Background: an optimization exercise with open tools, aiming at small area. Do not read the settings as production practice.
The RTL was checked by simulation tests, not by an equivalence proof against the original design.
No activity file was given, so power comes from the tool's default toggle rates.

[design.v]
module decode_pipe (
  input  logic        i_clk,
  input  logic        i_rst,
  input  logic        i_valid_IF,
  input  logic [31:0] i_instr,
  input  logic [31:0] i_addr_IncrePC,
  input  logic        i_stall_EX,
  input  logic        i_flush,
  input  logic        i_wb_en,
  input  logic [4:0]  i_wb_addr,
  input  logic [31:0] i_wb_data,
  output logic        o_stall_IF,
  output logic        o_valid_EX,
  output logic [31:0] o_data_Rs,
  output logic [31:0] o_data_Rt,
  output logic [31:0] o_data_SignExt,
  output logic [31:0] o_addr_IncrePC,
  output logic [4:0]  o_rs,
  output logic [4:0]  o_rt,
  output logic [4:0]  o_rd,
  output logic        o_con_WrBack,
  output logic        o_con_MemRd,
  output logic        o_con_MemWr,
  output logic        o_con_Branch,
  output logic        o_con_Jump,
  output logic        o_con_AluSrc,
  output logic [3:0]  o_con_AluOp,
  output logic        o_illegal
);
  localparam logic [3:0] C_NONE  = 4'd0;
  localparam logic [3:0] C_ADD   = 4'd1;
  localparam logic [3:0] C_SUB   = 4'd2;
  localparam logic [3:0] C_AND   = 4'd3;
  localparam logic [3:0] C_OR    = 4'd4;
  localparam logic [3:0] C_SLT   = 4'd5;
  localparam logic [3:0] C_RILL  = 4'd6;
  localparam logic [3:0] C_LW    = 4'd7;
  localparam logic [3:0] C_SW    = 4'd8;
  localparam logic [3:0] C_BEQ   = 4'd9;
  localparam logic [3:0] C_ADDI  = 4'd10;
  localparam logic [3:0] C_ANDI  = 4'd11;
  localparam logic [3:0] C_ORI   = 4'd12;
  localparam logic [3:0] C_J     = 4'd13;
  localparam logic [3:0] C_OPILL = 4'd14;
  logic [5:0]  opcode;
  logic [5:0]  funct;
  logic [4:0]  rs;
  logic [4:0]  rt;
  logic        uses_rt;
  logic [3:0]  cls_dec;
  logic [3:0]  cls_q;
  logic        rtype_q;
  logic        ext_q;
  logic [15:0] imm_q;
  logic [31:0] rs_val;
  logic [31:0] rt_val;
  logic        hazard;
  logic [31:0] regs [1:31];
  logic [31:1] vld;
  logic [31:1] wr_hit;
  logic [31:1] wr_hit_n;
  logic [31:0] regs_d [1:31];
  logic [122:0] idex_new;
  logic [122:0] idex_q;
  logic [122:0] idex_d;
  logic        byp_s;
  logic        byp_t;
  logic [31:0] sel_s;
  logic [31:0] sel_t;
  assign opcode = i_instr[31:26];
  assign rs     = i_instr[25:21];
  assign rt     = i_instr[20:16];
  assign funct  = i_instr[5:0];
  always_comb begin
    uses_rt = 1'b0;
    case (opcode)
      6'h00: begin
        uses_rt = 1'b1;
        case (funct)
          6'h20:   cls_dec = C_ADD;
          6'h22:   cls_dec = C_SUB;
          6'h24:   cls_dec = C_AND;
          6'h25:   cls_dec = C_OR;
          6'h2A:   cls_dec = C_SLT;
          default: cls_dec = C_RILL;
        endcase
      end
      6'h23: cls_dec = C_LW;
      6'h2B: begin cls_dec = C_SW;  uses_rt = 1'b1; end
      6'h04: begin cls_dec = C_BEQ; uses_rt = 1'b1; end
      6'h08: cls_dec = C_ADDI;
      6'h0C: cls_dec = C_ANDI;
      6'h0D: cls_dec = C_ORI;
      6'h02: cls_dec = C_J;
      default: cls_dec = C_OPILL;
    endcase
  end
  always_comb begin
    for (int r = 1; r < 32; r++) wr_hit[r] = i_wb_en && (i_wb_addr == 5'(r));
  end
  assign wr_hit_n = ~wr_hit;
  for (genvar r = 1; r < 32; r++) begin : g_row
    for (genvar b = 0; b < 32; b++) begin : g_bit
      hold_mux u_hold (.ld(wr_hit[r]), .ld_n(wr_hit_n[r]), .d(i_wb_data[b]), .q(regs[r][b]),
                       .y(regs_d[r][b]));
    end
  end
  always_ff @(posedge i_clk) begin
    for (int r = 1; r < 32; r++) regs[r] <= regs_d[r];
  end
  always_ff @(posedge i_clk or posedge i_rst) begin
    if (i_rst) vld <= '0;
    else       vld <= vld | wr_hit;
  end
  assign byp_s = i_wb_en && (i_wb_addr != 5'd0) && (i_wb_addr == rs);
  assign byp_t = i_wb_en && (i_wb_addr != 5'd0) && (i_wb_addr == rt);
  always_comb begin
    sel_s[0] = byp_s;
    sel_t[0] = byp_t;
    for (int r = 1; r < 32; r++) begin
      sel_s[r] = !byp_s && vld[r] && (rs == 5'(r));
      sel_t[r] = !byp_t && vld[r] && (rt == 5'(r));
    end
  end
  for (genvar b = 0; b < 32; b++) begin : g_rd
    logic [31:0] col;
    assign col[0] = i_wb_data[b];
    for (genvar r = 1; r < 32; r++) begin : g_col
      assign col[r] = regs[r][b];
    end
    rd_bit u_rs (.d(col), .s(sel_s), .q(rs_val[b]));
    rd_bit u_rt (.d(col), .s(sel_t), .q(rt_val[b]));
  end
  assign hazard = (cls_q == C_LW) && (o_rt != 5'd0) && i_valid_IF
                  && ((o_rt == rs) || (uses_rt && (o_rt == rt)));
  assign o_stall_IF = hazard || i_stall_EX;
  always_ff @(posedge i_clk or posedge i_rst) begin
    if (i_rst)                          cls_q <= C_NONE;
    else if (i_flush)                   cls_q <= C_NONE;
    else if (!i_stall_EX)               cls_q <= (hazard || !i_valid_IF) ? C_NONE : cls_dec;
  end
  assign idex_new = {rs_val, rt_val, i_instr[15:0],
                     i_instr[15] && !(opcode == 6'h0C || opcode == 6'h0D),
                     i_addr_IncrePC, rs, rt};
  assign idex_q   = {o_data_Rs, o_data_Rt, imm_q, ext_q, o_addr_IncrePC, o_rs, o_rt};
  for (genvar b = 0; b < 123; b++) begin : g_idex
    hold_mux u_hold (.ld(!i_stall_EX), .ld_n(i_stall_EX), .d(idex_new[b]), .q(idex_q[b]),
                     .y(idex_d[b]));
  end
  always_ff @(posedge i_clk) begin
    {o_data_Rs, o_data_Rt, imm_q, ext_q, o_addr_IncrePC, o_rs, o_rt} <= idex_d;
  end
  assign rtype_q        = (cls_q == C_ADD) || (cls_q == C_SUB) || (cls_q == C_AND)
                          || (cls_q == C_OR) || (cls_q == C_SLT) || (cls_q == C_RILL);
  assign o_rd           = rtype_q ? imm_q[15:11] : o_rt;
  assign o_data_SignExt = {{16{ext_q}}, imm_q};
  always_comb begin
    o_valid_EX   = (cls_q != C_NONE);
    o_con_WrBack = 1'b0;
    o_con_MemRd  = 1'b0;
    o_con_MemWr  = 1'b0;
    o_con_Branch = 1'b0;
    o_con_Jump   = 1'b0;
    o_con_AluSrc = 1'b0;
    o_con_AluOp  = 4'd0;
    o_illegal    = 1'b0;
    case (cls_q)
      C_ADD:   begin o_con_WrBack = 1'b1; end
      C_SUB:   begin o_con_WrBack = 1'b1; o_con_AluOp = 4'd1; end
      C_AND:   begin o_con_WrBack = 1'b1; o_con_AluOp = 4'd2; end
      C_OR:    begin o_con_WrBack = 1'b1; o_con_AluOp = 4'd3; end
      C_SLT:   begin o_con_WrBack = 1'b1; o_con_AluOp = 4'd4; end
      C_LW:    begin o_con_WrBack = 1'b1; o_con_MemRd = 1'b1; o_con_AluSrc = 1'b1; end
      C_SW:    begin o_con_MemWr = 1'b1; o_con_AluSrc = 1'b1; end
      C_BEQ:   begin o_con_Branch = 1'b1; o_con_AluOp = 4'd1; end
      C_ADDI:  begin o_con_WrBack = 1'b1; o_con_AluSrc = 1'b1; end
      C_ANDI:  begin o_con_WrBack = 1'b1; o_con_AluSrc = 1'b1; o_con_AluOp = 4'd2; end
      C_ORI:   begin o_con_WrBack = 1'b1; o_con_AluSrc = 1'b1; o_con_AluOp = 4'd3; end
      C_J:     begin o_con_Jump = 1'b1; end
      C_RILL, C_OPILL: begin o_illegal = 1'b1; end
      default: ;
    endcase
  end
endmodule
module rd_bit (
  input  logic [31:0] d,
  input  logic [31:0] s,
  output logic        q
);
  logic [9:0]  n;
  logic [2:0]  m;
  for (genvar g = 0; g < 10; g++) begin : g_aoi
    aoi222 u_aoi (.a1(d[3*g]), .a2(s[3*g]), .b1(d[3*g+1]), .b2(s[3*g+1]),
                  .c1(d[3*g+2]), .c2(s[3*g+2]), .y(n[g]));
  end
  nand4 u_n0 (.a(n[0]), .b(n[1]), .c(n[2]), .d(n[3]), .y(m[0]));
  nand4 u_n1 (.a(n[4]), .b(n[5]), .c(n[6]), .d(n[7]), .y(m[1]));
  rd_tail u_n2 (.n0(n[8]), .n1(n[9]), .a1(d[30]), .a2(s[30]), .b1(d[31]), .b2(s[31]),
               .y(m[2]));
  or3   u_o   (.a(m[0]), .b(m[1]), .c(m[2]), .y(q));
endmodule
module aoi222 (
  input  logic a1, a2, b1, b2, c1, c2,
  output logic y
);
  assign y = !((a1 && a2) || (b1 && b2) || (c1 && c2));
endmodule
module rd_tail (
  input  logic n0, n1, a1, a2, b1, b2,
  output logic y
);
  assign y = !(n0 && n1 && !((a1 && a2) || (b1 && b2)));
endmodule
module nand4 (
  input  logic a, b, c, d,
  output logic y
);
  assign y = !(a && b && c && d);
endmodule
module or3 (
  input  logic a, b, c,
  output logic y
);
  assign y = a || b || c;
endmodule
module hold_mux (
  input  logic ld, ld_n, d, q,
  output logic y
);
  assign y = (ld && d) || (ld_n && q);
endmodule
[flow/run.sh]
#!/bin/bash
# Standard layout with the smallest port buffers and a clock tree without
# dummy loads, built from clkbuf_4 buffers over clusters of at most 9
# flip-flops.
set -euo pipefail
bash standard.sh \
  "BUFFER_PORTS_ARGS=-buffer_cell sky130_fd_sc_hd__buf_1" \
  "CTS_ARGS=-sink_clustering_enable -repair_clock_nets -dont_use_dummy_load -sink_clustering_size 9 -sink_clustering_max_diameter 40 -buf_list {sky130_fd_sc_hd__clkbuf_4}" \
  finish > standard_flow.log 2>&1
[standard.sh]
#!/bin/bash
# synth_recipe.tcl (not shown) runs the flow's synth.tcl, then flattens the netlist and writes it again
# the make line also repeats each setting of config.mk as NAME=value (left out here)
make -C /OpenROAD-flow-scripts/flow DESIGN_CONFIG=/design/flow/config.mk WORK_HOME=/design/flow/orfs CLKGATE_MAP_FILE= SYNTH_SCRIPT=/design/flow/synth_recipe.tcl "${@:-finish}"
[config.mk]
export PLATFORM = sky130hd
export DESIGN_NAME = decode_pipe
export DESIGN_NICKNAME = decode_pipe
export VERILOG_FILES = /design/flow/design.v
export SDC_FILE = /design/flow/constraint.sdc
export NUM_CORES = 4
export LEC_CHECK = 0
export CAP_MARGIN = 0
export CELL_PAD_IN_SITES_DETAIL_PLACEMENT = 1
export CELL_PAD_IN_SITES_GLOBAL_PLACEMENT = 2
export CORE_MARGIN = 2
export CORE_UTILIZATION = 45
export SLEW_MARGIN = 0
export SYNTH_HIERARCHICAL = 1
[constraint.sdc]
create_clock -name core_clock -period 8.0 [get_ports {i_clk}]
set_input_delay 1.6000 -clock core_clock [delete_from_list [all_inputs] [get_ports {i_clk}]]
set_output_delay 1.6000 -clock core_clock [all_outputs]
set_load 0.01 [all_outputs]
==> impl_results.md <==
- Run status: timing/DRC/antenna clean
- Top delay family on crit path: simple AND/OR/NAND/NOR gates
- Post-route setup slack: 2.601 ns
- Footprint of the multi-input gates: 0.02006 sq mm
- Setup violators final: 0
- Setup WS pre-CTS: 1.837 ns
- Layout fillers: 10310
- Gr usage total: 44.20%
- Share of layout cells above drive strength 1: 9.407%
- First-pass GRT wire length: 319.9 mm
- Die height: 314.9 um
- Total Neg Setup Slack: 0 ns
- Vias in the first global route: 44210
- Critical-path maximum fanout: 20
- Initial Util: 45.19%
- Setup Crit Path Kind: primary input to flip-flop
- WP buf/inv: 3
- Grt ovf: 0
- Worst EP arrival: 6.43 ns
- DR pass1 iterations: 14
- Largest net degree at the start of global routing: 70
- Drt wl/cell: 41.79 um
- Slowest cell on crit path: nand4_1
- Synth unique cells: 47
- Post-synth top flop: dfxtp_1
- DRC viols: 0
- Total Nets Final: 4255
- Worst Path Required: 9.03 ns
- Final WL: 227.4 mm
- Post-CTS Resized: 0
- Initial antenna violation count: 29
- Syn_nets: 3708
- Crit path cell chain: buf_1 > xnor2_1 > nand2_1 > nor3_2 > buf_4 > nor2_1 > and4_1 > buf_4 > a222oi_1 > nand4_1 > or3_1 > a22o_1
- Final period util: 67.49%
- HPWL after DPL: 132.0 mm
- Synth warnings: 10
- Reg clk slew, reported paths: 0.09 ns
- Post-CTS setup buffer count: 0
- Clock Path Buffers: 3
- Slew HR: 9.903%
- Die area: 0.09918 sq mm
- Critical Path Max Stage Delay: 0.85 ns
- Min-Delay Path Class: flip-flop to flip-flop
- Detail Route Antenna Nets: 0
- Mapped Cells: 3601
- Max cap viols: 0
- P&R area growth vs syn: 11.41%
- CTS tree: done
- Cell mode on critical path: buf_4
- Final worst path period need: 5.399 ns
- Site Rows: 114
- Slew @ Worst Pin: 1.351 ns
- Critical path launch point type: primary input
- Post-synth EDFFs: 0
- Die X: 314.9 um
- R2R Setup Slk: 4.33 ns
- Clock root buffer: clkbuf_4
- Final Hold Vio Count: 0
- CTS Sinks: 1150
- Sequential cell area: 0.02320 sq mm
- Total CTS buffers: 171
- Fmax: 185.2 MHz
- I/O Buffers: 261
- Hold buffer count at CTS: 0
- FF+latch count, synth: 1150
- Via density: 8.214
- Total number of vias: 44700
- PwrDens: 260.1 mW/mm^2
- Crit. End Element: flip-flop
- H-Tree Depth: 4
- GPL Wtd Cong: 0.9255
- Skew final: 0.1025 ns
- Synth Cell Area: 0.04350 sq mm
- First DRT Iteration DRCs: 8572
- Hold_ws: 0.4716 ns
- Num ports: 263
- Register area share after synthesis: 53.32%
- Skew-Pair Late Insertion Delay: 1.21 ns
- Slew Viols, Final: 0
- Placed instance count: 5251
- Core area: 0.09628 sq mm
- Asr flop ratio synth: 3.043%
- Mean Syn Cell Area: 12.08 sq um
- VDD IR max: 142.4 uV
- Unrepaired setup endpoints after global routing: no
- Post-route insts no fill: 5442
- Leak pwr: 0.01977 uW
==> worst paths after layout <==
kind,from,end,depth (start not counted)
max,i_instr[22],o_data_Rs[26]$_DFF_P_,12
min,o_addr_IncrePC[19]$_DFF_P_,o_addr_IncrePC[19]$_DFF_P_,1
max reg2reg,vld[12]$_DFF_PP0_,o_data_Rs[26]$_DFF_P_,6
min reg2reg,o_addr_IncrePC[19]$_DFF_P_,o_addr_IncrePC[19]$_DFF_P_,1
max in group asynchronous,i_rst,vld[1]$_DFF_PP0_,3
min in group asynchronous,i_rst,cls_q[3]$_DFFE_PP0P_,3
==> per-module statistics from Yosys, one instance, submodules excluded, a selection <==
module | cells inside | cell area, sq um | flip-flops and latches
decode_pipe | 1526 | 25330 | 1150
rd_tail | 2 | 12.51 | 0
aoi222 | 1 | 10.01 | 0
hold_mux | 1 | 8.758 | 0
nand4 | 1 | 6.256 | 0
or3 | 1 | 6.256 | 0
==> where the power goes <==
group	switching, uW	total, uW	internal [uW]
registers	983	7820	6840
logic	915	1780	863
clock network	2030	3010	976
==> Yosys cell counts (23+ instances only) <==
cell type  number  area share (%)
dfrtp_1        35             2.0
nand4_1       130             1.9
nand2_1        58            0.50
a22oi_1        64             1.1
dfxtp_1      1115              51
and3_1         40            0.58
nor2_1         40            0.35
or3_1          66            0.95
nand2b_1       23            0.33
nand3_1        71            0.82
a222oi_1      640              15
inv_1          38            0.33
a22o_1       1116              22
==> per-stage QoR <==
step	power, uW	instance area (sq um)	utilization, %
2_1_floorplan	8673	43500	-
3_3_place_gp	9433	47130	48.95
3_5_place_dp	9609	47130	48.95
4_1_cts	12510	48420	50.29
5_1_grt	13070	48440	50.31
6_report	12610	48470	50.34
==> layout by cell type, fill, tap and decap left out, drive strengths merged, types with 17 or more instances in the layout <==
master / instances
nand4: 130
buf: 383
or3: 66
nand3: 71
inv: 36
nand2: 58
a22oi: 64
xnor2: 17
nor2: 40
a22o: 1116
diode: 20
dfrtp: 35
clkbuf: 198
dfxtp: 1115
a222oi: 640
nand2b: 23
and3: 44
==> state kept, by name (all words and copies together), names as in the netlist <==
name and cells:
regs 992, o_addr_IncrePC 32, o_data_Rs 32, o_data_Rt 32
vld 31, imm_q 16, o_rs 5, o_rt 5
cls_q 4, ext_q 1
==> routing by layer <==
layer / wire, um / global-route usage, %
met5: 138 / 0
met3: 33400 / 16.73
met2: 96380 / 64.65
met4: 15790 / 28.52
met1: 81720 / 54.43
==> cell families (layout without fill, tap and decap cells) <==
group	after synthesis	after routing	synth area share, %
flip-flops	1150	1150	53.32
other	1	21	0.008620
buffers and inverters	74	619	0.7909
XOR/XNOR	22	22	0.4429
AO/OA/AOI/OAI	1847	1847	38.78
multiplexers	6	6	0.1524
AND/OR/NAND/NOR	501	501	6.506
==> layout make-up <==
class / instances / share of cell area (%)
diodes: 20 / 0.1033
multi-input cells: 2377 / 41.39
flip-flops and latches: 1150 / 47.86
inverters: 38 / 0.2995
clock buffers: 171 / 2.649
repair buffers: 410 / 4.404
well taps: 1276 / 3.294

-- what the ideal ports hide --
The results above use ideal ports. As a check the final layout listed here was re-extracted and re-timed, cells and wires unchanged.
Step 1: set_driving_cell puts a clkbuf_16 on i_clk and a buf_2 on each other input, an assumption about the parent block.
Step 2 adds t to the input delays and takes it off the output delays; t is the mean of the earliest and latest rising clock arrival at the registers after step 1. Input paths then give back, and output paths get back, about the clock's delay inside the block.
Three values: no drivers, after step 1, after step 2; two values: the first two.
shift t [ns]: 1.223
slack for setup (ns): 2.601 / 2.646 / 1.423
pins driven straight from the clock port: 1
After both steps setup and hold are still met in this run. The setup slack of this run moves by +0.045 ns with the drivers and by -1.178 ns with both steps.
